Context: an optimization exercise on an open-source flow, tuned for small area and a short achievable clock period. The choices shown serve that exercise and are no tape-out recipe. Function was checked by simulation only, so behaviour that the tests miss may differ from the original. The clock port is modelled as an ideal driver, which makes a skipped or thinned clock tree look cheaper than it is; a real chip needs a root buffer or a tree.

## flow/design.v (module list and top-level ports; edited modules follow where they fit)
// module mul_pipe: 2943 lines
module mul_pipe (
    input  logic        clk,
    input  logic        reset_n,
    input  logic        valid_i,
    input  logic [2:0]  funct3_i,
    input  logic [31:0] op1_data_i,
    input  logic [31:0] op2_data_i,
    input  logic [4:0]  rd_i,
    input  logic        ctrl_reg_write_i,
    input  logic        flush_i,
    output logic        valid_result_o,
    output logic [31:0] result_o,
    output logic [4:0]  rd_o,
    output logic        ctrl_reg_write_o,
    output logic        op_ending_o,
    output logic        busy_o,
    output logic        unsupported_o
);
  // ...
==> flow/flow/run.sh <==
#!/bin/bash
# Own layout flow: the standard flow with these changes.
#  1. Synthesis: ORFS's synth.tcl, but Yosys's generic ABC pass before adder
#     extraction is skipped and only full adders are extracted, so the
#     design's explicit full adders map to full-adder cells without inverters.
#     The registers are exactly those of the standard synthesis.
#  2. After CTS (POST_CTS_TCL hook), the clock of the internal E1 pipeline
#     registers is delayed (useful skew between internal registers only) and
#     setup and hold are repaired there, since CTS's own repair is skipped.
#  3. Port buffers are the smallest buffer; the clock tree uses clkbuf_8 and
#     no dummy loads.
#  4. Timing repair aims at a shorter period than the constraint (setup margin).
# Each tool's output goes to a log file in the work folder.
set -euo pipefail
W=$PWD
# the modified synthesis script
sed -e 's|synth -top $::env(DESIGN_NAME) -run fine: {\*}$synth_full_args|synth -top $::env(DESIGN_NAME) -run fine: -noabc {*}$synth_full_args|' \
    -e 's|extract_fa {\*}\[dont_use_extract_fa_args\]|extract_fa -fa|' \
    "$FLOW_HOME/scripts/synth.tcl" > "$W/own_synth.tcl"
grep -q -- '-run fine: -noabc' "$W/own_synth.tcl"
grep -q -- 'extract_fa -fa' "$W/own_synth.tcl"
sed -e "s|source \$::env(SCRIPTS_DIR)/synth.tcl|source $W/own_synth.tcl|" synth_recipe.tcl > "$W/own_synth_recipe.tcl"
grep -q "own_synth.tcl" "$W/own_synth_recipe.tcl"
sed -e "s|SYNTH_SCRIPT=[^ ]*|SYNTH_SCRIPT=$W/own_synth_recipe.tcl|" standard.sh > "$W/own_standard.sh"
grep -q "own_synth_recipe.tcl" "$W/own_standard.sh"
# repair aims at a period well below the 10 ns constraint (setup margin)
EXTRA=("SETUP_SLACK_MARGIN=5.5")
# smallest buffers on the ports (timing repair upsizes where needed), and a
# clock tree of smaller buffers without dummy loads
EXTRA+=("BUFFER_PORTS_ARGS=-buffer_cell sky130_fd_sc_hd__buf_1")
EXTRA+=("CTS_ARGS=-sink_clustering_enable -repair_clock_nets -dont_use_dummy_load -buf_list sky130_fd_sc_hd__clkbuf_8")
if [[ -f "$W/flow/skew.tcl" ]]; then
  EXTRA+=("POST_CTS_TCL=$W/flow/skew.tcl" "SKIP_CTS_REPAIR_TIMING=1")
fi
bash "$W/own_standard.sh" "${EXTRA[@]}" finish > "$W/make_flow.log" 2>&1
test -s "$W/out/final.def"
==> flow/flow/skew.tcl <==
# POST_CTS hook: delay the clock of the internal E1 registers (useful skew
# between internal register stages: E0 -> E1 gets more time, E1 -> E2 less).
# E1 registers are neither fed by inputs nor drive outputs.
set skew_pattern {^(s1_q|c1_q|ci1_q)(\\?\[|\$)}
set n_dly 2
set dly_master_name sky130_fd_sc_hd__clkdlybuf4s50_1
set buf_master_name sky130_fd_sc_hd__clkbuf_4

set db [ord::get_db]
set block [ord::get_db_block]
set dly_master [$db findMaster $dly_master_name]
set buf_master [$db findMaster $buf_master_name]

array set groups {}
foreach inst [$block getInsts] {
  if { [regexp $skew_pattern [$inst getName]] } {
    set it [$inst findITerm CLK]
    set net [$it getNet]
    lappend groups([$net getName]) $inst
  }
}
set gi 0
foreach netname [lsort [array names groups]] {
  set net [$block findNet $netname]
  set insts $groups($netname)
  # centroid of the group
  set sx 0; set sy 0
  foreach inst $insts {
    set loc [$inst getLocation]
    set sx [expr {$sx + [lindex $loc 0]}]
    set sy [expr {$sy + [lindex $loc 1]}]
  }
  set cx [expr {int($sx / [llength $insts])}]
  set cy [expr {int($sy / [llength $insts])}]
  set prev $net
  for {set i 0} {$i <= $n_dly} {incr i} {
    if { $i < $n_dly } { set m $dly_master } else { set m $buf_master }
    set inst [odb::dbInst_create $block $m "skew_${gi}_$i"]
    $inst setLocation $cx $cy
    $inst setPlacementStatus PLACED
    set out [odb::dbNet_create $block "skewnet_${gi}_$i"]
    $out setSigType CLOCK
    [$inst findITerm A] connect $prev
    [$inst findITerm X] connect $out
    set prev $out
  }
  foreach inst $insts {
    set it [$inst findITerm CLK]
    $it disconnect
    $it connect $prev
  }
  puts "skew: group $gi on $netname: [llength $insts] registers"
  incr gi
}
detailed_placement
estimate_parasitics -placement
report_clock_skew
report_worst_slack -max
report_worst_slack -min
repair_timing -setup -setup_margin 5.5 -verbose
repair_timing -hold -hold_margin 0.05 -verbose
detailed_placement
check_placement -verbose
estimate_parasitics -placement
report_worst_slack -max
report_worst_slack -min
report_checks -path_delay max -group_path_count 3 -format end
==> flow/standard.sh <==
#!/bin/bash
# synth_recipe.tcl (not shown) runs the flow's synth.tcl, then flattens the netlist and writes it again
# the make line also repeats each setting of config.mk as NAME=value (left out here)
make -C /OpenROAD-flow-scripts/flow DESIGN_CONFIG=/design/flow/config.mk WORK_HOME=/design/flow/orfs CLKGATE_MAP_FILE= SYNTH_SCRIPT=/design/flow/synth_recipe.tcl "${@:-finish}"
==> flow/config.mk <==
export PLATFORM = sky130hd
export DESIGN_NAME = mul_pipe
export DESIGN_NICKNAME = mul_pipe
export VERILOG_FILES = /design/flow/design.v
export SDC_FILE = /design/flow/constraint.sdc
export NUM_CORES = 4
export LEC_CHECK = 0
export ABC_AREA = 1
export CAP_MARGIN = 20
export CORE_MARGIN = 2
export CORE_UTILIZATION = 40
export SETUP_SLACK_MARGIN = 5
export SLEW_MARGIN = 20
==> flow/constraint.sdc <==
create_clock -name core_clock -period 10.0 [get_ports {clk}]
set_input_delay 2.0000 -clock core_clock [delete_from_list [all_inputs] [get_ports {clk}]]
set_output_delay 2.0000 -clock core_clock [all_outputs]
set_load 0.01 [all_outputs]
==> reports/metrics.yaml, run 1 <==
timing:
  fmax_ghz: 0.225
  min_period_over_period_pct: 44.5
  hold_violations: 0
  drv_slew: 0
  skew_ns: 1.15
floorplan:
  dieWidth_um: 277
  start_util_pct: 40.2
  num_rows: 100
  die_area_um2: 76700
clock_tree:
  cts_sinks: 281
detailed_routing:
  wirelength_mm: 105
  drtIter0Drc: 2806
  vias: 24769
  drc: 0
cells_and_area:
  fin_nets: 3870
  drive_gt1_share_pct: 8.43
  fill_cells: 7259
  largest_reg_flops: 33
  top_register: "a_q"
  antennaDiodeCount: 0
placement:
  dp.cells: 4165
  dp_slack_ns: 4.59
  portBuffers: 118
outcome:
  outcome: "finished clean"
yosys:
  yosysTopAreaCell: "fa_1"
  syn_area_um2: 29800
  yosysSeqAreaShare_pct: 19.0
worst_setup_path:
  r2r_slack_ns: 5.63
  crit_cells: 3
  arrival_ns: 2.45
  critPathCapture: "op_ending_o"
  path_class: "in -> out"
  rr_worst_depth: 18
  startpoint_type: "input pin"
==> run 2: changes to the inputs <==
--- a/flow/design.v
+++ b/flow/design.v
@@ -2896,20 +2896,589 @@
     assign r0[61] = c1048;
     assign r1[61] = s1049;
     assign r0[62] = c1050;
     assign r1[62] = s1051;
     assign r0[63] = c1052;
     assign r1[63] = s1053;
     logic [31:0] s1_q, c1_q;
     logic        ci1_q;
-    logic [32:0] lo_sum;
+    logic        lo_c;
     logic [31:0] res2_d;
-    assign lo_sum = {1'b0, r0[31:0]} + {1'b0, r1[31:0]};
-    assign res2_d = s1_q + c1_q + {31'b0, ci1_q};
+    logic lc_g0_0, lc_p0_0;
+    logic lc_g0_1, lc_p0_1;
+    logic lc_g0_2, lc_p0_2;
+    logic lc_g0_3, lc_p0_3;
+    logic lc_g0_4, lc_p0_4;
+    logic lc_g0_5, lc_p0_5;
+    logic lc_g0_6, lc_p0_6;
+    logic lc_g0_7, lc_p0_7;
+    logic lc_g0_8, lc_p0_8;
+    logic lc_g0_9, lc_p0_9;
+    logic lc_g0_10, lc_p0_10;
+    logic lc_g0_11, lc_p0_11;
+    logic lc_g0_12, lc_p0_12;
+    logic lc_g0_13, lc_p0_13;
+    logic lc_g0_14, lc_p0_14;
+    logic lc_g0_15, lc_p0_15;
+    logic lc_g0_16, lc_p0_16;
+    logic lc_g0_17, lc_p0_17;
+    logic lc_g0_18, lc_p0_18;
+    logic lc_g0_19, lc_p0_19;
+    logic lc_g0_20, lc_p0_20;
+    logic lc_g0_21, lc_p0_21;
+    logic lc_g0_22, lc_p0_22;
+    logic lc_g0_23, lc_p0_23;
+    logic lc_g0_24, lc_p0_24;
+    logic lc_g0_25, lc_p0_25;
+    logic lc_g0_26, lc_p0_26;
+    logic lc_g0_27, lc_p0_27;
+    logic lc_g0_28, lc_p0_28;
+    logic lc_g0_29, lc_p0_29;
+    logic lc_g0_30, lc_p0_30;
+    logic lc_g0_31, lc_p0_31;
+    logic lc_gi0;
+    logic lc_G1, lc_P1;
+    logic lc_G2, lc_P2;
+    logic lc_G3, lc_P3;
+    logic lc_G4, lc_P4;
+    logic lc_G5, lc_P5;
+    logic lc_G6, lc_P6;
+    logic lc_G7, lc_P7;
+    logic lc_G8, lc_P8;
+    logic lc_G9, lc_P9;
+    logic lc_G10, lc_P10;
+    logic lc_G11, lc_P11;
+    logic lc_G12, lc_P12;
+    logic lc_G13, lc_P13;
+    logic lc_G14, lc_P14;
+    logic lc_G15, lc_P15;
+    logic lc_G16, lc_P16;
+    logic lc_G17, lc_P17;
+    logic lc_G18, lc_P18;
+    logic lc_G19, lc_P19;
+    logic lc_G20, lc_P20;
+    logic lc_G21, lc_P21;
+    logic lc_G22, lc_P22;
+    logic lc_G23, lc_P23;
+    logic lc_G24, lc_P24;
+    logic lc_G25, lc_P25;
+    logic lc_G26, lc_P26;
+    logic lc_G27, lc_P27;
+    logic lc_G28, lc_P28;
+    logic lc_G29, lc_P29;
+    logic lc_G30, lc_P30;
+    logic lc_G31, lc_P31;
+    logic lc_G32, lc_P32;
+    logic lc_G33, lc_P33;
+    logic lc_G34, lc_P34;
+    logic lc_G35, lc_P35;
+    logic lc_G36, lc_P36;
+    logic lc_G37, lc_P37;
+    logic lc_G38, lc_P38;
+    logic lc_G39, lc_P39;
+    logic lc_G40, lc_P40;
+    logic lc_G41, lc_P41;
+    logic lc_G42, lc_P42;
+    logic lc_G43, lc_P43;
+    logic lc_G44, lc_P44;
+    logic lc_G45, lc_P45;
+    logic lc_G46, lc_P46;
+    logic lc_G47, lc_P47;
+    logic lc_G48, lc_P48;
+    logic lc_G49, lc_P49;
+    logic lc_G50, lc_P50;
+    logic lc_G51, lc_P51;
+    logic lc_G52, lc_P52;
+    logic lc_G53, lc_P53;
+    logic lc_G54, lc_P54;
+    logic lc_G55, lc_P55;
+    logic lc_G56, lc_P56;
+    logic lc_G57, lc_P57;
+    logic fa2_g0_0, fa2_p0_0;
+    logic fa2_g0_1, fa2_p0_1;
+    logic fa2_g0_2, fa2_p0_2;
+    logic fa2_g0_3, fa2_p0_3;
+    logic fa2_g0_4, fa2_p0_4;
+    logic fa2_g0_5, fa2_p0_5;
+    logic fa2_g0_6, fa2_p0_6;
+    logic fa2_g0_7, fa2_p0_7;
+    logic fa2_g0_8, fa2_p0_8;
+    logic fa2_g0_9, fa2_p0_9;
+    logic fa2_g0_10, fa2_p0_10;
+    logic fa2_g0_11, fa2_p0_11;
+    logic fa2_g0_12, fa2_p0_12;
+    logic fa2_g0_13, fa2_p0_13;
+    logic fa2_g0_14, fa2_p0_14;
+    logic fa2_g0_15, fa2_p0_15;
+    logic fa2_g0_16, fa2_p0_16;
+    logic fa2_g0_17, fa2_p0_17;
+    logic fa2_g0_18, fa2_p0_18;
+    logic fa2_g0_19, fa2_p0_19;
+    logic fa2_g0_20, fa2_p0_20;
+    logic fa2_g0_21, fa2_p0_21;
+    logic fa2_g0_22, fa2_p0_22;
+    logic fa2_g0_23, fa2_p0_23;
+    logic fa2_g0_24, fa2_p0_24;
+    logic fa2_g0_25, fa2_p0_25;
+    logic fa2_g0_26, fa2_p0_26;
+    logic fa2_g0_27, fa2_p0_27;
+    logic fa2_g0_28, fa2_p0_28;
+    logic fa2_g0_29, fa2_p0_29;
+    logic fa2_g0_30, fa2_p0_30;
+    logic fa2_g0_31, fa2_p0_31;
+    logic fa2_gi0;
+    logic fa2_G1, fa2_P1;
+    logic fa2_G2, fa2_P2;
+    logic fa2_G3, fa2_P3;
+    logic fa2_G4, fa2_P4;
+    logic fa2_G5, fa2_P5;
+    logic fa2_G6, fa2_P6;
+    logic fa2_G7, fa2_P7;
+    logic fa2_G8, fa2_P8;
+    logic fa2_G9, fa2_P9;
+    logic fa2_G10, fa2_P10;
+    logic fa2_G11, fa2_P11;
+    logic fa2_G12, fa2_P12;
+    logic fa2_G13, fa2_P13;
+    logic fa2_G14, fa2_P14;
+    logic fa2_G15, fa2_P15;
+    logic fa2_G16, fa2_P16;
+    logic fa2_G17, fa2_P17;
+    logic fa2_G18, fa2_P18;
+    logic fa2_G19, fa2_P19;
+    logic fa2_G20, fa2_P20;
+    logic fa2_G21, fa2_P21;
+    logic fa2_G22, fa2_P22;
+    logic fa2_G23, fa2_P23;
+    logic fa2_G24, fa2_P24;
+    logic fa2_G25, fa2_P25;
+    logic fa2_G26, fa2_P26;
+    logic fa2_G27, fa2_P27;
+    logic fa2_G28, fa2_P28;
+    logic fa2_G29, fa2_P29;
+    logic fa2_G30, fa2_P30;
+    logic fa2_G31, fa2_P31;
+    logic fa2_G32, fa2_P32;
+    logic fa2_G33, fa2_P33;
+    logic fa2_G34, fa2_P34;
+    logic fa2_G35, fa2_P35;
+    logic fa2_G36, fa2_P36;
+    logic fa2_G37, fa2_P37;
+    logic fa2_G38, fa2_P38;
+    logic fa2_G39, fa2_P39;
+    logic fa2_G40, fa2_P40;
+    logic fa2_G41, fa2_P41;
+    logic fa2_G42, fa2_P42;
+    logic fa2_G43, fa2_P43;
+    logic fa2_G44, fa2_P44;
+    logic fa2_G45, fa2_P45;
+    logic fa2_G46, fa2_P46;
+    logic fa2_G47, fa2_P47;
+    logic fa2_G48, fa2_P48;
+    logic fa2_G49, fa2_P49;
+    logic fa2_G50, fa2_P50;
+    logic fa2_G51, fa2_P51;
+    logic fa2_G52, fa2_P52;
+    logic fa2_G53, fa2_P53;
+    logic fa2_G54, fa2_P54;
+    logic fa2_G55, fa2_P55;
+    logic fa2_G56, fa2_P56;
+    logic fa2_G57, fa2_P57;
+    assign lc_g0_0 = r0[0] & r1[0];
+    assign lc_p0_0 = r0[0] | r1[0];
+    assign lc_g0_1 = r0[1] & r1[1];
+    assign lc_p0_1 = r0[1] | r1[1];
+    assign lc_g0_2 = r0[2] & r1[2];
+    assign lc_p0_2 = r0[2] | r1[2];
+    assign lc_g0_3 = r0[3] & r1[3];
+    assign lc_p0_3 = r0[3] | r1[3];
+    assign lc_g0_4 = r0[4] & r1[4];
+    assign lc_p0_4 = r0[4] | r1[4];
+    assign lc_g0_5 = r0[5] & r1[5];
+    assign lc_p0_5 = r0[5] | r1[5];
+    assign lc_g0_6 = r0[6] & r1[6];
+    assign lc_p0_6 = r0[6] | r1[6];
+    assign lc_g0_7 = r0[7] & r1[7];
+    assign lc_p0_7 = r0[7] | r1[7];
+    assign lc_g0_8 = r0[8] & r1[8];
+    assign lc_p0_8 = r0[8] | r1[8];
+    assign lc_g0_9 = r0[9] & r1[9];
+    assign lc_p0_9 = r0[9] | r1[9];
+    assign lc_g0_10 = r0[10] & r1[10];
+    assign lc_p0_10 = r0[10] | r1[10];
+    assign lc_g0_11 = r0[11] & r1[11];
+    assign lc_p0_11 = r0[11] | r1[11];
+    assign lc_g0_12 = r0[12] & r1[12];
+    assign lc_p0_12 = r0[12] | r1[12];
+    assign lc_g0_13 = r0[13] & r1[13];
+    assign lc_p0_13 = r0[13] | r1[13];
+    assign lc_g0_14 = r0[14] & r1[14];
+    assign lc_p0_14 = r0[14] | r1[14];
+    assign lc_g0_15 = r0[15] & r1[15];
+    assign lc_p0_15 = r0[15] | r1[15];
+    assign lc_g0_16 = r0[16] & r1[16];
+    assign lc_p0_16 = r0[16] | r1[16];
+    assign lc_g0_17 = r0[17] & r1[17];
+    assign lc_p0_17 = r0[17] | r1[17];
+    assign lc_g0_18 = r0[18] & r1[18];
+    assign lc_p0_18 = r0[18] | r1[18];
+    assign lc_g0_19 = r0[19] & r1[19];
+    assign lc_p0_19 = r0[19] | r1[19];
+    assign lc_g0_20 = r0[20] & r1[20];
+    assign lc_p0_20 = r0[20] | r1[20];
+    assign lc_g0_21 = r0[21] & r1[21];
+    assign lc_p0_21 = r0[21] | r1[21];
+    assign lc_g0_22 = r0[22] & r1[22];
+    assign lc_p0_22 = r0[22] | r1[22];
+    assign lc_g0_23 = r0[23] & r1[23];
+    assign lc_p0_23 = r0[23] | r1[23];
+    assign lc_g0_24 = r0[24] & r1[24];
+    assign lc_p0_24 = r0[24] | r1[24];
+    assign lc_g0_25 = r0[25] & r1[25];
+    assign lc_p0_25 = r0[25] | r1[25];
+    assign lc_g0_26 = r0[26] & r1[26];
+    assign lc_p0_26 = r0[26] | r1[26];
+    assign lc_g0_27 = r0[27] & r1[27];
+    assign lc_p0_27 = r0[27] | r1[27];
+    assign lc_g0_28 = r0[28] & r1[28];
+    assign lc_p0_28 = r0[28] | r1[28];
+    assign lc_g0_29 = r0[29] & r1[29];
+    assign lc_p0_29 = r0[29] | r1[29];
+    assign lc_g0_30 = r0[30] & r1[30];
+    assign lc_p0_30 = r0[30] | r1[30];
+    assign lc_g0_31 = r0[31] & r1[31];
+    assign lc_p0_31 = r0[31] | r1[31];
+    assign lc_gi0 = lc_g0_0 | (lc_p0_0 & 1'b0);
+    assign lc_G1 = lc_g0_1 | (lc_p0_1 & lc_gi0);
+    assign lc_P1 = lc_p0_1 & lc_p0_0;
+    assign lc_G2 = lc_g0_3 | (lc_p0_3 & lc_g0_2);
+    assign lc_P2 = lc_p0_3 & lc_p0_2;
+    assign lc_G3 = lc_g0_5 | (lc_p0_5 & lc_g0_4);
+    assign lc_P3 = lc_p0_5 & lc_p0_4;
+    assign lc_G4 = lc_g0_7 | (lc_p0_7 & lc_g0_6);
+    assign lc_P4 = lc_p0_7 & lc_p0_6;
+    assign lc_G5 = lc_g0_9 | (lc_p0_9 & lc_g0_8);
+    assign lc_P5 = lc_p0_9 & lc_p0_8;
+    assign lc_G6 = lc_g0_11 | (lc_p0_11 & lc_g0_10);
+    assign lc_P6 = lc_p0_11 & lc_p0_10;
+    assign lc_G7 = lc_g0_13 | (lc_p0_13 & lc_g0_12);
+    assign lc_P7 = lc_p0_13 & lc_p0_12;
+    assign lc_G8 = lc_g0_15 | (lc_p0_15 & lc_g0_14);
+    assign lc_P8 = lc_p0_15 & lc_p0_14;
+    assign lc_G9 = lc_g0_17 | (lc_p0_17 & lc_g0_16);
+    assign lc_P9 = lc_p0_17 & lc_p0_16;
+    assign lc_G10 = lc_g0_19 | (lc_p0_19 & lc_g0_18);
+    assign lc_P10 = lc_p0_19 & lc_p0_18;
+    assign lc_G11 = lc_g0_21 | (lc_p0_21 & lc_g0_20);
+    assign lc_P11 = lc_p0_21 & lc_p0_20;
+    assign lc_G12 = lc_g0_23 | (lc_p0_23 & lc_g0_22);
+    assign lc_P12 = lc_p0_23 & lc_p0_22;
+    assign lc_G13 = lc_g0_25 | (lc_p0_25 & lc_g0_24);
+    assign lc_P13 = lc_p0_25 & lc_p0_24;
+    assign lc_G14 = lc_g0_27 | (lc_p0_27 & lc_g0_26);
+    assign lc_P14 = lc_p0_27 & lc_p0_26;
+    assign lc_G15 = lc_g0_29 | (lc_p0_29 & lc_g0_28);
+    assign lc_P15 = lc_p0_29 & lc_p0_28;
+    assign lc_G16 = lc_g0_31 | (lc_p0_31 & lc_g0_30);
+    assign lc_P16 = lc_p0_31 & lc_p0_30;
+    assign lc_G17 = lc_G2 | (lc_P2 & lc_G1);
+    assign lc_P17 = lc_P2 & lc_P1;
+    assign lc_G18 = lc_G4 | (lc_P4 & lc_G3);
+    assign lc_P18 = lc_P4 & lc_P3;
+    assign lc_G19 = lc_G6 | (lc_P6 & lc_G5);
+    assign lc_P19 = lc_P6 & lc_P5;
+    assign lc_G20 = lc_G8 | (lc_P8 & lc_G7);
+    assign lc_P20 = lc_P8 & lc_P7;
+    assign lc_G21 = lc_G10 | (lc_P10 & lc_G9);
+    assign lc_P21 = lc_P10 & lc_P9;
+    assign lc_G22 = lc_G12 | (lc_P12 & lc_G11);
+    assign lc_P22 = lc_P12 & lc_P11;
+    assign lc_G23 = lc_G14 | (lc_P14 & lc_G13);
+    assign lc_P23 = lc_P14 & lc_P13;
+    assign lc_G24 = lc_G16 | (lc_P16 & lc_G15);
+    assign lc_P24 = lc_P16 & lc_P15;
+    assign lc_G25 = lc_G18 | (lc_P18 & lc_G17);
+    assign lc_P25 = lc_P18 & lc_P17;
+    assign lc_G26 = lc_G20 | (lc_P20 & lc_G19);
+    assign lc_P26 = lc_P20 & lc_P19;
+    assign lc_G27 = lc_G22 | (lc_P22 & lc_G21);
+    assign lc_P27 = lc_P22 & lc_P21;
+    assign lc_G28 = lc_G24 | (lc_P24 & lc_G23);
+    assign lc_P28 = lc_P24 & lc_P23;
+    assign lc_G29 = lc_G26 | (lc_P26 & lc_G25);
+    assign lc_P29 = lc_P26 & lc_P25;
+    assign lc_G30 = lc_G28 | (lc_P28 & lc_G27);
+    assign lc_P30 = lc_P28 & lc_P27;
+    assign lc_G31 = lc_G30 | (lc_P30 & lc_G29);
+    assign lc_P31 = lc_P30 & lc_P29;
+    assign lc_G32 = lc_G27 | (lc_P27 & lc_G29);
+    assign lc_P32 = lc_P27 & lc_P29;
+    assign lc_G33 = lc_G19 | (lc_P19 & lc_G25);
+    assign lc_P33 = lc_P19 & lc_P25;
+    assign lc_G34 = lc_G21 | (lc_P21 & lc_G29);
+    assign lc_P34 = lc_P21 & lc_P29;
+    assign lc_G35 = lc_G23 | (lc_P23 & lc_G32);
+    assign lc_P35 = lc_P23 & lc_P32;
+    assign lc_G36 = lc_G3 | (lc_P3 & lc_G17);
+    assign lc_P36 = lc_P3 & lc_P17;
+    assign lc_G37 = lc_G5 | (lc_P5 & lc_G25);
+    assign lc_P37 = lc_P5 & lc_P25;
+    assign lc_G38 = lc_G7 | (lc_P7 & lc_G33);
+    assign lc_P38 = lc_P7 & lc_P33;
+    assign lc_G39 = lc_G9 | (lc_P9 & lc_G29);
+    assign lc_P39 = lc_P9 & lc_P29;
+    assign lc_G40 = lc_G11 | (lc_P11 & lc_G34);
+    assign lc_P40 = lc_P11 & lc_P34;
+    assign lc_G41 = lc_G13 | (lc_P13 & lc_G32);
+    assign lc_P41 = lc_P13 & lc_P32;
+    assign lc_G42 = lc_G15 | (lc_P15 & lc_G35);
+    assign lc_P42 = lc_P15 & lc_P35;
+    assign lc_G43 = lc_g0_2 | (lc_p0_2 & lc_G1);
+    assign lc_P43 = lc_p0_2 & lc_P1;
+    assign lc_G44 = lc_g0_4 | (lc_p0_4 & lc_G17);
+    assign lc_P44 = lc_p0_4 & lc_P17;
+    assign lc_G45 = lc_g0_6 | (lc_p0_6 & lc_G36);
+    assign lc_P45 = lc_p0_6 & lc_P36;
+    assign lc_G46 = lc_g0_8 | (lc_p0_8 & lc_G25);
+    assign lc_P46 = lc_p0_8 & lc_P25;
+    assign lc_G47 = lc_g0_10 | (lc_p0_10 & lc_G37);
+    assign lc_P47 = lc_p0_10 & lc_P37;
+    assign lc_G48 = lc_g0_12 | (lc_p0_12 & lc_G33);
+    assign lc_P48 = lc_p0_12 & lc_P33;
+    assign lc_G49 = lc_g0_14 | (lc_p0_14 & lc_G38);
+    assign lc_P49 = lc_p0_14 & lc_P38;
+    assign lc_G50 = lc_g0_16 | (lc_p0_16 & lc_G29);
+    assign lc_P50 = lc_p0_16 & lc_P29;
+    assign lc_G51 = lc_g0_18 | (lc_p0_18 & lc_G39);
+    assign lc_P51 = lc_p0_18 & lc_P39;
+    assign lc_G52 = lc_g0_20 | (lc_p0_20 & lc_G34);
+    assign lc_P52 = lc_p0_20 & lc_P34;
+    assign lc_G53 = lc_g0_22 | (lc_p0_22 & lc_G40);
+    assign lc_P53 = lc_p0_22 & lc_P40;
+    assign lc_G54 = lc_g0_24 | (lc_p0_24 & lc_G32);
+    assign lc_P54 = lc_p0_24 & lc_P32;
+    assign lc_G55 = lc_g0_26 | (lc_p0_26 & lc_G41);
+    assign lc_P55 = lc_p0_26 & lc_P41;
+    assign lc_G56 = lc_g0_28 | (lc_p0_28 & lc_G35);
+    assign lc_P56 = lc_p0_28 & lc_P35;
+    assign lc_G57 = lc_g0_30 | (lc_p0_30 & lc_G42);
+    assign lc_P57 = lc_p0_30 & lc_P42;
+    assign lo_c = lc_G31;
+    assign fa2_g0_0 = s1_q[0] & c1_q[0];
+    assign fa2_p0_0 = s1_q[0] ^ c1_q[0];
+    assign fa2_g0_1 = s1_q[1] & c1_q[1];
+    assign fa2_p0_1 = s1_q[1] ^ c1_q[1];
+    assign fa2_g0_2 = s1_q[2] & c1_q[2];
+    assign fa2_p0_2 = s1_q[2] ^ c1_q[2];
+    assign fa2_g0_3 = s1_q[3] & c1_q[3];
+    assign fa2_p0_3 = s1_q[3] ^ c1_q[3];
+    assign fa2_g0_4 = s1_q[4] & c1_q[4];
+    assign fa2_p0_4 = s1_q[4] ^ c1_q[4];
+    assign fa2_g0_5 = s1_q[5] & c1_q[5];
+    assign fa2_p0_5 = s1_q[5] ^ c1_q[5];
+    assign fa2_g0_6 = s1_q[6] & c1_q[6];
+    assign fa2_p0_6 = s1_q[6] ^ c1_q[6];
+    assign fa2_g0_7 = s1_q[7] & c1_q[7];
+    assign fa2_p0_7 = s1_q[7] ^ c1_q[7];
+    assign fa2_g0_8 = s1_q[8] & c1_q[8];
+    assign fa2_p0_8 = s1_q[8] ^ c1_q[8];
+    assign fa2_g0_9 = s1_q[9] & c1_q[9];
+    assign fa2_p0_9 = s1_q[9] ^ c1_q[9];
+    assign fa2_g0_10 = s1_q[10] & c1_q[10];
+    assign fa2_p0_10 = s1_q[10] ^ c1_q[10];
+    assign fa2_g0_11 = s1_q[11] & c1_q[11];
+    assign fa2_p0_11 = s1_q[11] ^ c1_q[11];
+    assign fa2_g0_12 = s1_q[12] & c1_q[12];
+    assign fa2_p0_12 = s1_q[12] ^ c1_q[12];
+    assign fa2_g0_13 = s1_q[13] & c1_q[13];
+    assign fa2_p0_13 = s1_q[13] ^ c1_q[13];
+    assign fa2_g0_14 = s1_q[14] & c1_q[14];
+    assign fa2_p0_14 = s1_q[14] ^ c1_q[14];
+    assign fa2_g0_15 = s1_q[15] & c1_q[15];
+    assign fa2_p0_15 = s1_q[15] ^ c1_q[15];
+    assign fa2_g0_16 = s1_q[16] & c1_q[16];
+    assign fa2_p0_16 = s1_q[16] ^ c1_q[16];
+    assign fa2_g0_17 = s1_q[17] & c1_q[17];
+    assign fa2_p0_17 = s1_q[17] ^ c1_q[17];
+    assign fa2_g0_18 = s1_q[18] & c1_q[18];
+    assign fa2_p0_18 = s1_q[18] ^ c1_q[18];
+    assign fa2_g0_19 = s1_q[19] & c1_q[19];
+    assign fa2_p0_19 = s1_q[19] ^ c1_q[19];
+    assign fa2_g0_20 = s1_q[20] & c1_q[20];
+    assign fa2_p0_20 = s1_q[20] ^ c1_q[20];
+    assign fa2_g0_21 = s1_q[21] & c1_q[21];
+    assign fa2_p0_21 = s1_q[21] ^ c1_q[21];
+    assign fa2_g0_22 = s1_q[22] & c1_q[22];
+    assign fa2_p0_22 = s1_q[22] ^ c1_q[22];
+    assign fa2_g0_23 = s1_q[23] & c1_q[23];
+    assign fa2_p0_23 = s1_q[23] ^ c1_q[23];
+    assign fa2_g0_24 = s1_q[24] & c1_q[24];
+    assign fa2_p0_24 = s1_q[24] ^ c1_q[24];
+    assign fa2_g0_25 = s1_q[25] & c1_q[25];
+    assign fa2_p0_25 = s1_q[25] ^ c1_q[25];
+    assign fa2_g0_26 = s1_q[26] & c1_q[26];
+    assign fa2_p0_26 = s1_q[26] ^ c1_q[26];
+    assign fa2_g0_27 = s1_q[27] & c1_q[27];
+    assign fa2_p0_27 = s1_q[27] ^ c1_q[27];
+    assign fa2_g0_28 = s1_q[28] & c1_q[28];
+    assign fa2_p0_28 = s1_q[28] ^ c1_q[28];
+    assign fa2_g0_29 = s1_q[29] & c1_q[29];
+    assign fa2_p0_29 = s1_q[29] ^ c1_q[29];
+    assign fa2_g0_30 = s1_q[30] & c1_q[30];
+    assign fa2_p0_30 = s1_q[30] ^ c1_q[30];
+    assign fa2_g0_31 = s1_q[31] & c1_q[31];
+    assign fa2_p0_31 = s1_q[31] ^ c1_q[31];
+    assign fa2_gi0 = fa2_g0_0 | (fa2_p0_0 & ci1_q);
+    assign fa2_G1 = fa2_g0_1 | (fa2_p0_1 & fa2_gi0);
+    assign fa2_P1 = fa2_p0_1 & fa2_p0_0;
+    assign fa2_G2 = fa2_g0_3 | (fa2_p0_3 & fa2_g0_2);
+    assign fa2_P2 = fa2_p0_3 & fa2_p0_2;
+    assign fa2_G3 = fa2_g0_5 | (fa2_p0_5 & fa2_g0_4);
+    assign fa2_P3 = fa2_p0_5 & fa2_p0_4;
+    assign fa2_G4 = fa2_g0_7 | (fa2_p0_7 & fa2_g0_6);
+    assign fa2_P4 = fa2_p0_7 & fa2_p0_6;
+    assign fa2_G5 = fa2_g0_9 | (fa2_p0_9 & fa2_g0_8);
+    assign fa2_P5 = fa2_p0_9 & fa2_p0_8;
+    assign fa2_G6 = fa2_g0_11 | (fa2_p0_11 & fa2_g0_10);
+    assign fa2_P6 = fa2_p0_11 & fa2_p0_10;
+    assign fa2_G7 = fa2_g0_13 | (fa2_p0_13 & fa2_g0_12);
+    assign fa2_P7 = fa2_p0_13 & fa2_p0_12;
+    assign fa2_G8 = fa2_g0_15 | (fa2_p0_15 & fa2_g0_14);
+    assign fa2_P8 = fa2_p0_15 & fa2_p0_14;
+    assign fa2_G9 = fa2_g0_17 | (fa2_p0_17 & fa2_g0_16);
+    assign fa2_P9 = fa2_p0_17 & fa2_p0_16;
+    assign fa2_G10 = fa2_g0_19 | (fa2_p0_19 & fa2_g0_18);
+    assign fa2_P10 = fa2_p0_19 & fa2_p0_18;
+    assign fa2_G11 = fa2_g0_21 | (fa2_p0_21 & fa2_g0_20);
+    assign fa2_P11 = fa2_p0_21 & fa2_p0_20;
+    assign fa2_G12 = fa2_g0_23 | (fa2_p0_23 & fa2_g0_22);
+    assign fa2_P12 = fa2_p0_23 & fa2_p0_22;
+    assign fa2_G13 = fa2_g0_25 | (fa2_p0_25 & fa2_g0_24);
+    assign fa2_P13 = fa2_p0_25 & fa2_p0_24;
+    assign fa2_G14 = fa2_g0_27 | (fa2_p0_27 & fa2_g0_26);
+    assign fa2_P14 = fa2_p0_27 & fa2_p0_26;
+    assign fa2_G15 = fa2_g0_29 | (fa2_p0_29 & fa2_g0_28);
+    assign fa2_P15 = fa2_p0_29 & fa2_p0_28;
+    assign fa2_G16 = fa2_g0_31 | (fa2_p0_31 & fa2_g0_30);
+    assign fa2_P16 = fa2_p0_31 & fa2_p0_30;
+    assign fa2_G17 = fa2_G2 | (fa2_P2 & fa2_G1);
+    assign fa2_P17 = fa2_P2 & fa2_P1;
+    assign fa2_G18 = fa2_G4 | (fa2_P4 & fa2_G3);
+    assign fa2_P18 = fa2_P4 & fa2_P3;
+    assign fa2_G19 = fa2_G6 | (fa2_P6 & fa2_G5);
+    assign fa2_P19 = fa2_P6 & fa2_P5;
+    assign fa2_G20 = fa2_G8 | (fa2_P8 & fa2_G7);
+    assign fa2_P20 = fa2_P8 & fa2_P7;
+    assign fa2_G21 = fa2_G10 | (fa2_P10 & fa2_G9);
+    assign fa2_P21 = fa2_P10 & fa2_P9;
+    assign fa2_G22 = fa2_G12 | (fa2_P12 & fa2_G11);
+    assign fa2_P22 = fa2_P12 & fa2_P11;
+    assign fa2_G23 = fa2_G14 | (fa2_P14 & fa2_G13);
+    assign fa2_P23 = fa2_P14 & fa2_P13;
+    assign fa2_G24 = fa2_G16 | (fa2_P16 & fa2_G15);
+    assign fa2_P24 = fa2_P16 & fa2_P15;
+    assign fa2_G25 = fa2_G18 | (fa2_P18 & fa2_G17);
+    assign fa2_P25 = fa2_P18 & fa2_P17;
+    assign fa2_G26 = fa2_G20 | (fa2_P20 & fa2_G19);
+    assign fa2_P26 = fa2_P20 & fa2_P19;
+    assign fa2_G27 = fa2_G22 | (fa2_P22 & fa2_G21);
+    assign fa2_P27 = fa2_P22 & fa2_P21;
+    assign fa2_G28 = fa2_G24 | (fa2_P24 & fa2_G23);
+    assign fa2_P28 = fa2_P24 & fa2_P23;
+    assign fa2_G29 = fa2_G26 | (fa2_P26 & fa2_G25);
+    assign fa2_P29 = fa2_P26 & fa2_P25;
+    assign fa2_G30 = fa2_G28 | (fa2_P28 & fa2_G27);
+    assign fa2_P30 = fa2_P28 & fa2_P27;
+    assign fa2_G31 = fa2_G30 | (fa2_P30 & fa2_G29);
+    assign fa2_P31 = fa2_P30 & fa2_P29;
+    assign fa2_G32 = fa2_G27 | (fa2_P27 & fa2_G29);
+    assign fa2_P32 = fa2_P27 & fa2_P29;
+    assign fa2_G33 = fa2_G19 | (fa2_P19 & fa2_G25);
+    assign fa2_P33 = fa2_P19 & fa2_P25;
+    assign fa2_G34 = fa2_G21 | (fa2_P21 & fa2_G29);
+    assign fa2_P34 = fa2_P21 & fa2_P29;
+    assign fa2_G35 = fa2_G23 | (fa2_P23 & fa2_G32);
+    assign fa2_P35 = fa2_P23 & fa2_P32;
+    assign fa2_G36 = fa2_G3 | (fa2_P3 & fa2_G17);
+    assign fa2_P36 = fa2_P3 & fa2_P17;
+    assign fa2_G37 = fa2_G5 | (fa2_P5 & fa2_G25);
+    assign fa2_P37 = fa2_P5 & fa2_P25;
+    assign fa2_G38 = fa2_G7 | (fa2_P7 & fa2_G33);
+    assign fa2_P38 = fa2_P7 & fa2_P33;
+    assign fa2_G39 = fa2_G9 | (fa2_P9 & fa2_G29);
+    assign fa2_P39 = fa2_P9 & fa2_P29;
+    assign fa2_G40 = fa2_G11 | (fa2_P11 & fa2_G34);
+    assign fa2_P40 = fa2_P11 & fa2_P34;
+    assign fa2_G41 = fa2_G13 | (fa2_P13 & fa2_G32);
+    assign fa2_P41 = fa2_P13 & fa2_P32;
+    assign fa2_G42 = fa2_G15 | (fa2_P15 & fa2_G35);
+    assign fa2_P42 = fa2_P15 & fa2_P35;
+    assign fa2_G43 = fa2_g0_2 | (fa2_p0_2 & fa2_G1);
+    assign fa2_P43 = fa2_p0_2 & fa2_P1;
+    assign fa2_G44 = fa2_g0_4 | (fa2_p0_4 & fa2_G17);
+    assign fa2_P44 = fa2_p0_4 & fa2_P17;
+    assign fa2_G45 = fa2_g0_6 | (fa2_p0_6 & fa2_G36);
+    assign fa2_P45 = fa2_p0_6 & fa2_P36;
+    assign fa2_G46 = fa2_g0_8 | (fa2_p0_8 & fa2_G25);
+    assign fa2_P46 = fa2_p0_8 & fa2_P25;
+    assign fa2_G47 = fa2_g0_10 | (fa2_p0_10 & fa2_G37);
+    assign fa2_P47 = fa2_p0_10 & fa2_P37;
+    assign fa2_G48 = fa2_g0_12 | (fa2_p0_12 & fa2_G33);
+    assign fa2_P48 = fa2_p0_12 & fa2_P33;
+    assign fa2_G49 = fa2_g0_14 | (fa2_p0_14 & fa2_G38);
+    assign fa2_P49 = fa2_p0_14 & fa2_P38;
+    assign fa2_G50 = fa2_g0_16 | (fa2_p0_16 & fa2_G29);
+    assign fa2_P50 = fa2_p0_16 & fa2_P29;
+    assign fa2_G51 = fa2_g0_18 | (fa2_p0_18 & fa2_G39);
+    assign fa2_P51 = fa2_p0_18 & fa2_P39;
+    assign fa2_G52 = fa2_g0_20 | (fa2_p0_20 & fa2_G34);
+    assign fa2_P52 = fa2_p0_20 & fa2_P34;
+    assign fa2_G53 = fa2_g0_22 | (fa2_p0_22 & fa2_G40);
+    assign fa2_P53 = fa2_p0_22 & fa2_P40;
+    assign fa2_G54 = fa2_g0_24 | (fa2_p0_24 & fa2_G32);
+    assign fa2_P54 = fa2_p0_24 & fa2_P32;
+    assign fa2_G55 = fa2_g0_26 | (fa2_p0_26 & fa2_G41);
+    assign fa2_P55 = fa2_p0_26 & fa2_P41;
+    assign fa2_G56 = fa2_g0_28 | (fa2_p0_28 & fa2_G35);
+    assign fa2_P56 = fa2_p0_28 & fa2_P35;
+    assign fa2_G57 = fa2_g0_30 | (fa2_p0_30 & fa2_G42);
+    assign fa2_P57 = fa2_p0_30 & fa2_P42;
+    assign res2_d[0] = fa2_p0_0 ^ ci1_q;
+    assign res2_d[1] = fa2_p0_1 ^ fa2_gi0;
+    assign res2_d[2] = fa2_p0_2 ^ fa2_G1;
+    assign res2_d[3] = fa2_p0_3 ^ fa2_G43;
+    assign res2_d[4] = fa2_p0_4 ^ fa2_G17;
+    assign res2_d[5] = fa2_p0_5 ^ fa2_G44;
+    assign res2_d[6] = fa2_p0_6 ^ fa2_G36;
+    assign res2_d[7] = fa2_p0_7 ^ fa2_G45;
+    assign res2_d[8] = fa2_p0_8 ^ fa2_G25;
+    assign res2_d[9] = fa2_p0_9 ^ fa2_G46;
+    assign res2_d[10] = fa2_p0_10 ^ fa2_G37;
+    assign res2_d[11] = fa2_p0_11 ^ fa2_G47;
+    assign res2_d[12] = fa2_p0_12 ^ fa2_G33;
+    assign res2_d[13] = fa2_p0_13 ^ fa2_G48;
+    assign res2_d[14] = fa2_p0_14 ^ fa2_G38;
+    assign res2_d[15] = fa2_p0_15 ^ fa2_G49;
+    assign res2_d[16] = fa2_p0_16 ^ fa2_G29;
+    assign res2_d[17] = fa2_p0_17 ^ fa2_G50;
+    assign res2_d[18] = fa2_p0_18 ^ fa2_G39;
+    assign res2_d[19] = fa2_p0_19 ^ fa2_G51;
+    assign res2_d[20] = fa2_p0_20 ^ fa2_G34;
+    assign res2_d[21] = fa2_p0_21 ^ fa2_G52;
+    assign res2_d[22] = fa2_p0_22 ^ fa2_G40;
+    assign res2_d[23] = fa2_p0_23 ^ fa2_G53;
+    assign res2_d[24] = fa2_p0_24 ^ fa2_G32;
+    assign res2_d[25] = fa2_p0_25 ^ fa2_G54;
+    assign res2_d[26] = fa2_p0_26 ^ fa2_G41;
+    assign res2_d[27] = fa2_p0_27 ^ fa2_G55;
+    assign res2_d[28] = fa2_p0_28 ^ fa2_G35;
+    assign res2_d[29] = fa2_p0_29 ^ fa2_G56;
+    assign res2_d[30] = fa2_p0_30 ^ fa2_G42;
+    assign res2_d[31] = fa2_p0_31 ^ fa2_G57;
     always_ff @(posedge clk or negedge reset_n) begin
         if (!reset_n) begin
             vld_q   <= '0;
             unsup_q <= 1'b0;
         end else begin
             vld_q   <= flush_i ? 5'b0 : {vld_q[3:0], accept};
             unsup_q <= valid_i & funct3_i[2] & ~flush_i;
         end
@@ -2923,17 +3492,17 @@
         wr_q   <= {wr_q[3:0], ctrl_reg_write_i};
         rd0_q  <= rd_i;
         rd1_q  <= rd0_q;
         rd2_q  <= rd1_q;
         rd3_q  <= rd2_q;
         rd4_q  <= rd3_q;
         s1_q   <= hi_q ? r0[63:32] : r0[31:0];
         c1_q   <= hi_q ? r1[63:32] : r1[31:0];
-        ci1_q  <= hi_q & lo_sum[32];
+        ci1_q  <= hi_q & lo_c;
         res2_q <= res2_d;
         res3_q <= res2_q;
         res4_q <= res3_q;
     end
     assign valid_result_o   = vld_q[4];
     assign result_o         = res4_q;
     assign rd_o             = rd4_q;
     assign ctrl_reg_write_o = vld_q[4] & wr_q[4];
--- a/flow/flow/skew.tcl
+++ b/flow/flow/skew.tcl
@@ -1,15 +1,15 @@
 # POST_CTS hook: delay the clock of the internal E1 registers (useful skew
 # between internal register stages: E0 -> E1 gets more time, E1 -> E2 less).
 # E1 registers are neither fed by inputs nor drive outputs.
 set skew_pattern {^(s1_q|c1_q|ci1_q)(\\?\[|\$)}
 set n_dly 2
 set dly_master_name sky130_fd_sc_hd__clkdlybuf4s50_1
-set buf_master_name sky130_fd_sc_hd__clkbuf_4
+set buf_master_name sky130_fd_sc_hd__clkbuf_8
 
 set db [ord::get_db]
 set block [ord::get_db_block]
 set dly_master [$db findMaster $dly_master_name]
 set buf_master [$db findMaster $buf_master_name]
 
 array set groups {}
 foreach inst [$block getInsts] {
==> run 2 against run 1 <==
Utilization grew 0.52 points. First-iteration DRC count shrank 6.4%. Cell count decreased by 5.9%. Global-route usage grew 0.12 points. Largest cell class unchanged.
==> reports/metrics.yaml, run 2 <==
cells_and_area:
  multi_input_area_um2: 21400  # was 22200 um2
  largest_reg_flops: 33  # unchanged
  fin_area_um2: 31700  # was 32500 um2
  layout_commonest_cell: "xor2_1"  # unchanged
  post-route-util_pct: 44.4  # was 43.8%
  layout.cells.non_filler: 4035  # was 4289
  fin_nets: 3649  # was 3870
  layout_common_cells: "xor2_1, o22ai_1, fa_1, nand2_1, dfxtp_1"  # unchanged
  fill_cells: 6909  # was 7259
  top_register: "a_q"  # unchanged
  seq_area_um2: 5680  # was 5670 um2
  drive_gt1_share_pct: 8.27  # was 8.43%
  areaGrowthSynthToFinish_pct: 9.82  # was 8.92%
yosys:
  synth-seq-cells: 281  # unchanged
  synth_area_leaders: "fa_1, dfxtp_1, xor2_1"  # was fa_1, xor2_1, dfxtp_1
  synth_area_per_cell_um2: 9.57  # was 9.13 um2
  synth_fp_nets: 3580  # was 3812
  ys.flop_type: "dfxtp_1"  # unchanged
  yosysSeqAreaShare_pct: 19.6  # was 19.0%
  ys_top_cells_by_count: "xor2_1, o22ai_1, fa_1, nand2_1, dfxtp_1"  # unchanged
  syn-instance-count: 3017  # was 3264
  async_reset_ff_share_pct: 2.14  # unchanged
  yosysTopAreaCell: "fa_1"  # unchanged
  syn_area_um2: 28900  # was 29800 um2
  synth_edf_count: 0  # unchanged
  yosys.cell_types.count: 45  # was 50
  yosys_warnings: 1  # unchanged
  synth.most_common_cell: "xor2_1"  # unchanged
  synth_top_area_share_pct: 33.7  # was 31.6%
floorplan:
  core_um2: 71500  # was 74100 um2
  num_rows: 98  # was 100
  die_h_um: 273  # was 277 um
  dieWidth_um: 273  # was 277 um
  die_area_um2: 74300  # was 76700 um2
  io_pins: 119  # unchanged
  start_util_pct: 40.4  # was 40.2%
clock_tree:
  cts_tree: "done"  # unchanged
  clkLatencyLatePin_ns: 1.75  # was 1.76 ns
  clk_pin_slew_ns: 0.06  # about the same
  cts_sinks: 281  # unchanged
worst_setup_path:
  critical_path.slowest_cell: "buf_1"  # unchanged
  cpMostUsedCell: "buf_1"  # unchanged
  critPathTopFamily: "buffers and inverters"  # unchanged
  cp_slowest_stage_delay_ns: 0.23  # was 0.24 ns
  cp.required_ns: 8.00  # about the same
  startpoint_type: "input pin"  # unchanged
  rr_worst_depth: 15  # was 18
  critPathBufInv: 2  # unchanged
  path_cells: "buf_1, nor2_1, buf_1"  # unchanged
  path_class: "in -> out"  # unchanged
  crit_cells: 3  # unchanged
  endpoint_kind: "output pin"  # unchanged
  critPathMaxFanout: 7  # unchanged
  arrival_ns: 2.44  # was 2.45 ns
grt:
  grt_antenna_before_repair: 2  # was 4
  overflow: 0  # unchanged
  grt_max_degree: 56  # was 78
  grt_pass1_wl_mm: 151  # was 156 mm
  grt.total_usage_pct: 27.1  # was 27.0%
  first_global_vias: 24665  # was 25534
placement:
  dp_slack_ns: 4.83  # was 4.59 ns
  dp.cells: 3897  # was 4165
  place_congestion: 0.937  # was 0.987
  place_hpwl_mm: 67.4  # was 73.2 mm
  portBuffers: 118  # unchanged
  place_area_um2: 30100  # was 31000 um2
detailed_routing:
  ant_nets: 0  # unchanged
  wire_per_inst_um: 24.9  # was 24.5 um
  firstDrtPassIters: 6  # was 8
  wirelength_mm: 101  # was 105 mm
  via_per_inst: 5.81  # was 5.78
  drc: 0  # unchanged
  vias: 23426  # was 24769
  drtIter0Drc: 2626  # was 2806
timing:
  setup_viol: 0  # unchanged
  rsz0062_at_grt: "false"  # unchanged
  period_minus_slack_ns: 4.44  # was 4.45 ns
  fin_tns_setup_ns: 0  # unchanged
  fmax_ghz: 0.225  # about the same
  min_period_over_period_pct: 44.4  # was 44.5%
  slew_headroom_pct: 40.0  # was 31.2%
  worst_pin_slew_ns: 0.899  # was 1.03 ns
  whs_ns: 0.121  # was 0.0647 ns
  skew_ns: 1.14  # was 1.15 ns
  setup_slack_ns: 5.56  # was 5.55 ns
  hold_violations: 0  # unchanged
  drv_slew: 0  # unchanged
outcome:
  outcome: "finished clean"  # unchanged
hold_path:
  hold_class: "reg -> reg"  # unchanged
  min_path_cells: 6  # unchanged
flow_run:
  cap_viol_max_count: 0  # unchanged
[run 2: kinds of logic after synthesis]
group | count (synthesis) | share of synthesized area [%]
fa+ha+maj | 486 | 33.7
flops | 281 | 19.6
mux | 14 | 0.546
buf+inv | 475 | 6.58
compound gates | 623 | 13.2
xor+xnor | 630 | 19.1
simple gates | 508 | 7.25
[run 2: area by class of cell, clock buffers not listed]
type	count	area share, %
repair buffers	230	4.32
inverters	208	2.46
plain buffers	51	1.81
diodes	1	0.00789
flip-flops and latches	281	17.9
multi-input cells	2261	67.4
well taps	950	3.75
[run 2: worst register-to-register path, stage by stage (launching register included)]
cell and delay, ns:
dfxtp_1 0.30, dlygate4sd3_1 0.56, buf_6 0.33, xor2_1 0.19, fa_1 0.57, fa_1 0.47
fa_1 0.53, fa_2 0.38, fa_1 0.48, fa_1 0.61, o22ai_2 0.13, a211oi_2 0.32
nand2_1 0.14, a21oi_1 0.18, nor2_1 0.08, a21oi_2 0.10
[run 2: path summary, 6_finish.rpt]
check                      slack, ns  startpoint          end
setup / recovery                5.56     flush_i  op_ending_o
hold / removal                  0.12     bo_q[3]      c1_q[6]
setup reg to reg                5.68     bn_q[0]        ci1_q
hold reg to reg                 0.12     bo_q[3]      c1_q[6]
max in group asynchronous       8.56     reset_n     vld_q[0]
min in group asynchronous       1.20     reset_n     vld_q[4]
[run 2: per-layer routing]
layer	track usage, %	wire [um]	vias up
met5	0	0	-
met2	41.3	44000	1619
met1	34.3	37900	11440
met4	14.9	5670	0
li1	-	-	9991
met3	8.49	13000	376
==> run 3: changes to the inputs <==
--- a/flow/flow/run.sh
+++ b/flow/flow/run.sh
@@ -24,7 +24,7 @@
 sed -e "s|SYNTH_SCRIPT=[^ ]*|SYNTH_SCRIPT=$W/own_synth_recipe.tcl|" standard.sh > "$W/own_standard.sh"
 grep -q "own_synth_recipe.tcl" "$W/own_standard.sh"
 # repair aims at a period well below the 10 ns constraint (setup margin)
-EXTRA=("SETUP_SLACK_MARGIN=5.5")
+EXTRA=("SETUP_SLACK_MARGIN=5.7")
 # smallest buffers on the ports (timing repair upsizes where needed), and a
 # clock tree of smaller buffers without dummy loads
 EXTRA+=("BUFFER_PORTS_ARGS=-buffer_cell sky130_fd_sc_hd__buf_1")
==> flow/flow/skew.tcl (replaced) <==
# POST_CTS hook: delay the clock of the internal E1 pipeline registers
# (useful skew between internal registers only: E0 -> E1 gets more time,
# E1 -> E2 less). E1 registers are neither fed by inputs nor drive outputs.
# The E1 registers get a clock subtree of their own: from the root clock net
# a chain of delay cells drives a trunk buffer, which drives one clock buffer
# per cluster of E1 registers. Then setup and hold are repaired.
set skew_pattern {^(s1_q|c1_q|ci1_q)(\\?\[|\$)}
set n_dly 2
set per_cluster 13
set dly_master_name sky130_fd_sc_hd__clkdlybuf4s50_1
set buf_master_name sky130_fd_sc_hd__clkbuf_8

set db [ord::get_db]
set block [ord::get_db_block]
set dly_master [$db findMaster $dly_master_name]
set buf_master [$db findMaster $buf_master_name]

# the root clock net: output of the buffer the clock port drives
set port_net [$block findNet clk]
set root_net ""
foreach it [$port_net getITerms] {
  if { [$it isInputSignal] } {
    set rinst [$it getInst]
    foreach ot [$rinst getITerms] {
      if { [$ot isOutputSignal] } { set root_net [$ot getNet] }
    }
  }
}
if { $root_net == "" } { error "skew: root clock net not found" }
puts "skew: root clock net [$root_net getName]"

set regs {}
foreach inst [$block getInsts] {
  if { [regexp $skew_pattern [$inst getName]] } { lappend regs $inst }
}
set n [llength $regs]
set k [expr {($n + $per_cluster - 1) / $per_cluster}]
puts "skew: $n registers in $k clusters"

# k-means on register locations
set pts {}
foreach inst $regs { lappend pts [$inst getLocation] }
set sorted [lsort -integer -index 0 $pts]
set cent {}
for {set c 0} {$c < $k} {incr c} {
  lappend cent [lindex $sorted [expr {int(($c + 0.5) * $n / $k)}]]
}
for {set iter 0} {$iter < 20} {incr iter} {
  set assign {}
  foreach p $pts {
    set best 0; set bd 1e30
    for {set c 0} {$c < $k} {incr c} {
      set q [lindex $cent $c]
      set d [expr {abs([lindex $p 0] - [lindex $q 0]) + abs([lindex $p 1] - [lindex $q 1])}]
      if { $d < $bd } { set bd $d; set best $c }
    }
    lappend assign $best
  }
  set newc {}
  for {set c 0} {$c < $k} {incr c} {
    set sx 0; set sy 0; set m 0
    foreach p $pts a $assign {
      if { $a == $c } { incr m; set sx [expr {$sx + [lindex $p 0]}]; set sy [expr {$sy + [lindex $p 1]}] }
    }
    if { $m == 0 } { lappend newc [lindex $cent $c] } else { lappend newc [list [expr {$sx / $m}] [expr {$sy / $m}]] }
  }
  set cent $newc
}
# overall centroid for the chain and trunk
set sx 0; set sy 0
foreach p $pts { set sx [expr {$sx + [lindex $p 0]}]; set sy [expr {$sy + [lindex $p 1]}] }
set gx [expr {$sx / $n}]; set gy [expr {$sy / $n}]

proc mkcell { block master name x y innet } {
  set inst [odb::dbInst_create $block $master $name]
  $inst setLocation $x $y
  $inst setPlacementStatus PLACED
  set out [odb::dbNet_create $block "${name}_net"]
  $out setSigType CLOCK
  [$inst findITerm A] connect $innet
  [$inst findITerm X] connect $out
  return $out
}
set prev $root_net
for {set i 0} {$i < $n_dly} {incr i} {
  set prev [mkcell $block $dly_master "skew_dly_$i" $gx $gy $prev]
}
set trunk [mkcell $block $buf_master "skew_trunk" $gx $gy $prev]
set old_nets {}
for {set c 0} {$c < $k} {incr c} {
  set q [lindex $cent $c]
  set cnet [mkcell $block $buf_master "skew_leaf_$c" [lindex $q 0] [lindex $q 1] $trunk]
  foreach inst $regs a $assign {
    if { $a == $c } {
      set it [$inst findITerm CLK]
      lappend old_nets [$it getNet]
      $it disconnect
      $it connect $cnet
    }
  }
}
# remove clock buffers left without loads
foreach net [lsort -unique $old_nets] {
  if { [llength [$net getITerms]] == 1 } {
    set drv [lindex [$net getITerms] 0]
    set binst [$drv getInst]
    puts "skew: removing unloaded clock buffer [$binst getName]"
    odb::dbInst_destroy $binst
    odb::dbNet_destroy $net
  }
}
detailed_placement
estimate_parasitics -placement
report_clock_skew
report_worst_slack -max
report_worst_slack -min
repair_timing -setup -setup_margin $::env(SETUP_SLACK_MARGIN) -verbose
repair_timing -hold -hold_margin 0.05 -verbose
detailed_placement
check_placement -verbose
estimate_parasitics -placement
report_worst_slack -max
report_worst_slack -min
report_checks -path_delay max -group_path_count 3 -format end
report_check_types -max_slew -max_capacitance -violators
==> run 3 against run 2 <==
Die area did not move. Fmax up 3.6%. Final area decreased by 1.5%. Sequential cell count stayed put. First-iteration DRC count down 2.7%. Register-to-register slack improved by 0.11 ns. Utilization down 0.66 points. Sequential share of layout area rose by 0.28 points.
==> reports/metrics.yaml, run 3 <==
outcome:
  outcome: "finished clean"  # unchanged
yosys:
  synth.most_common_cell: "xor2_1"  # unchanged
  synth_top_area_share_pct: 33.7  # unchanged
  synth_compound_area_share_pct: 13.2  # unchanged
  synth-seq-cells: 281  # unchanged
  ys.flop_type: "dfxtp_1"  # unchanged
  yosys.cell_types.count: 45  # unchanged
  yosys_warnings: 1  # unchanged
  syn-instance-count: 3017  # unchanged
  synth_area_per_cell_um2: 9.57  # unchanged
  synth_fp_nets: 3580  # unchanged
  synthAdderAreaFrac_pct: 33.7  # unchanged
  yosysTopAreaCell: "fa_1"  # unchanged
  synth_area_leaders: "fa_1, dfxtp_1, xor2_1"  # unchanged
  synth_mux_area_share_pct: 0.546  # unchanged
  syn_area_um2: 28900  # unchanged
  synth-xor-area-share_pct: 19.1  # unchanged
  yosysSeqAreaShare_pct: 19.6  # unchanged
  synth_edf_count: 0  # unchanged
  yosys.area_share.simple_pct: 7.25  # unchanged
  synth_top_family_by_area: "adder cells"  # unchanged
  async_reset_ff_share_pct: 2.14  # unchanged
  ys_top_cells_by_count: "xor2_1, o22ai_1, fa_1, nand2_1, dfxtp_1"  # unchanged
worst_setup_path:
  cp.required_ns: 8.00  # about the same
  arrival_ns: 2.29  # was 2.44 ns
  critPathMaxFanout: 2  # was 7
  path_class: "in -> out"  # unchanged
  endpoint_kind: "output pin"  # unchanged
  r2r_end: "s1_q[1]"  # was ci1_q
  r2r_slack_ns: 5.79  # was 5.68 ns
  startpoint_type: "input pin"  # unchanged
  rr_startpoint: "bo_q[7]"  # was bn_q[0]
  rr_worst_depth: 13  # was 15
placement:
  portBuffers: 118  # unchanged
  place_congestion: 0.937  # unchanged
  place_area_um2: 30100  # unchanged
  place_hpwl_mm: 67.4  # unchanged
floorplan:
  die_area_um2: 74300  # unchanged
  core_um2: 71500  # unchanged
  dieWidth_um: 273  # unchanged
  die_h_um: 273  # unchanged
  io_pins: 119  # unchanged
  num_rows: 98  # unchanged
  start_util_pct: 40.4  # unchanged
detailed_routing:
  wirelength_mm: 100  # was 101 mm
  wl_met1_mm: 37.4  # was 37.9 mm
  firstDrtPassIters: 6  # unchanged
  ant_nets: 0  # unchanged
  vias: 23211  # was 23426
  drc: 0  # unchanged
  drtIter0Drc: 2556  # was 2626
  dr_wl_met2_mm: 43.5  # was 44.0 mm
  wire_per_inst_um: 25.1  # was 24.9 um
  routed.top_layer: "met5"  # was met4
  via_per_inst: 5.82  # was 5.81
  met3WireLength_mm: 13.1  # was 13.0 mm
hold_path:
  hold_class: "reg -> reg"  # unchanged
  hold_start: "bn_q[0]"  # was bo_q[3]
  holdPathEnd: "s1_q[0]"  # was c1_q[6]
  min_path_cells: 4  # was 6
timing:
  worst_pin_slew_ns: 0.897  # was 0.899 ns
  setup_viol: 0  # unchanged
  fmax_ghz: 0.233  # was 0.225 GHz
  drv_slew: 0  # unchanged
  skew_ns: 1.07  # was 1.14 ns
  whs_ns: 0.0955  # was 0.121 ns
  fin_tns_setup_ns: 0  # unchanged
  slew_headroom_pct: 40.2  # was 40.0%
  period_minus_slack_ns: 4.29  # was 4.44 ns
  rsz0062_at_grt: "true"  # was false
  min_period_over_period_pct: 42.9  # was 44.4%
  hold_violations: 0  # unchanged
cells_and_area:
  top_register: "a_q"  # unchanged
  fin_nets: 3602  # was 3649
  fill_cells: 6926  # was 6909
  drive_gt1_share_pct: 8.20  # was 8.27%
  layout_common_cells: "xor2_1, o22ai_1, fa_1, nand2_1, dfxtp_1"  # unchanged
  fin_area_um2: 31200  # was 31700 um2
  largest_reg_flops: 33  # unchanged
  areaGrowthSynthToFinish_pct: 8.19  # was 9.82%
  layout_commonest_cell: "xor2_1"  # unchanged
grt:
  overflow: 0  # unchanged
  grt_max_degree: 56  # unchanged
  grt_antenna_before_repair: 4  # was 2
  first_global_vias: 24141  # was 24665
  grt.total_usage_pct: 27.0  # was 27.1%
  grt_pass1_wl_mm: 150  # was 151 mm
clock_tree:
  clkLatencyLatePin_ns: 1.66  # was 1.75 ns
  clk_pin_slew_ns: 0.10  # was 0.06 ns
  cts_sinks: 281  # unchanged
flow_run:
  cap_viol_max_count: 0  # unchanged
==> run 3: worst max-delay path by stage <==
stage / depth (start not counted) / end / slack (ns) / start
floorplan: 17 / ci1_q / 5.49 / a_q[22]
global placement: 16 / ci1_q / 4.89 / a_q[21]
detailed placement: 15 / ci1_q / 4.83 / bo_q[0]
global route: 16 / ci1_q / 5.70 / a_q[23]
finish: 3 / op_ending_o / 5.71 / flush_i
==> run 3: cells by family after synthesis <==
logic type,Yosys count
simple gates,508
xor+xnor,630
buf+inv,475
flops,281
fa+ha+maj,486
mux,14
compound gates,623
==> run 3: critical path, cell delays in order <==
cell	delay [ns]
buf_8	0.09
nor2_1	0.06
buf_2	0.13
==> run 3: cell type report, clock buffers not listed <==
type	count	area, um2	area share [%]
Multi-Input combinational cell	2261	21400	68.5
Buffer	8	103	0.328
Tap cell	950	1190	3.81
Timing Repair Buffer	232	1430	4.59
Inverter	208	791	2.53
Antenna cell	1	2.50	0.00801
Sequential cell	281	5680	18.2
==> run 3: metrics by stage <==
stage	std cells	util, %	setup slack [ns]
floorplan	3017	-	5.49
global placement	3897	42.1	4.89
detailed placement	3897	42.1	4.83
global route	3988	43.7	5.70
finish	3988	43.7	5.71
==> run 3: layer usage <==
layer	vias up	track usage, %
met5	-	0
met4	2	14.5
met3	414	9.09
met1	11300	33.8
li1	9903	-
met2	1592	41.2

==> afterwards: timing with drivers on the ports <==
No port has a modelled driver above. Below, the same layouts with a new extraction and two added sets of constraints. Step 1: set_driving_cell puts a clkbuf_16 on clk and a buf_2 on each other input, an assumption about the parent block. Step 2, shift: input delay + t, output delay - t, t = (earliest + latest rising clock arrival at the registers) / 2. This alone moves slack from input paths to output paths. Slacks: ideal ports / drivers / drivers and shift; pairs: ideal ports / drivers.
run | shift t [ns] | setup slack, ns | hold slack, ns | worst setup path after step 2 | latest minus earliest clock arrival (ns) | cell pins on the clock port's net
run 1 | 1.240 | 5.548 / 5.524 / 5.524 | 0.065 / 0.065 / 0.065 | input to output | 1.155 / 1.155 | 1
run 2 | 1.240 | 5.562 / 5.539 / 5.539 | 0.121 / 0.121 / 0.121 | input to output | 1.140 / 1.140 | 1
run 3 | 1.185 | 5.715 / 5.674 / 5.674 | 0.096 / 0.096 / 0.096 | input to output | 1.074 / 1.074 | 1
In every run listed the clock reaches the registers at very different times; t lies between them, and the last value is a rough guide only. For run 3, which loses most, drivers alone change the setup slack by -0.041 ns; drivers and shift together by -0.041 ns.
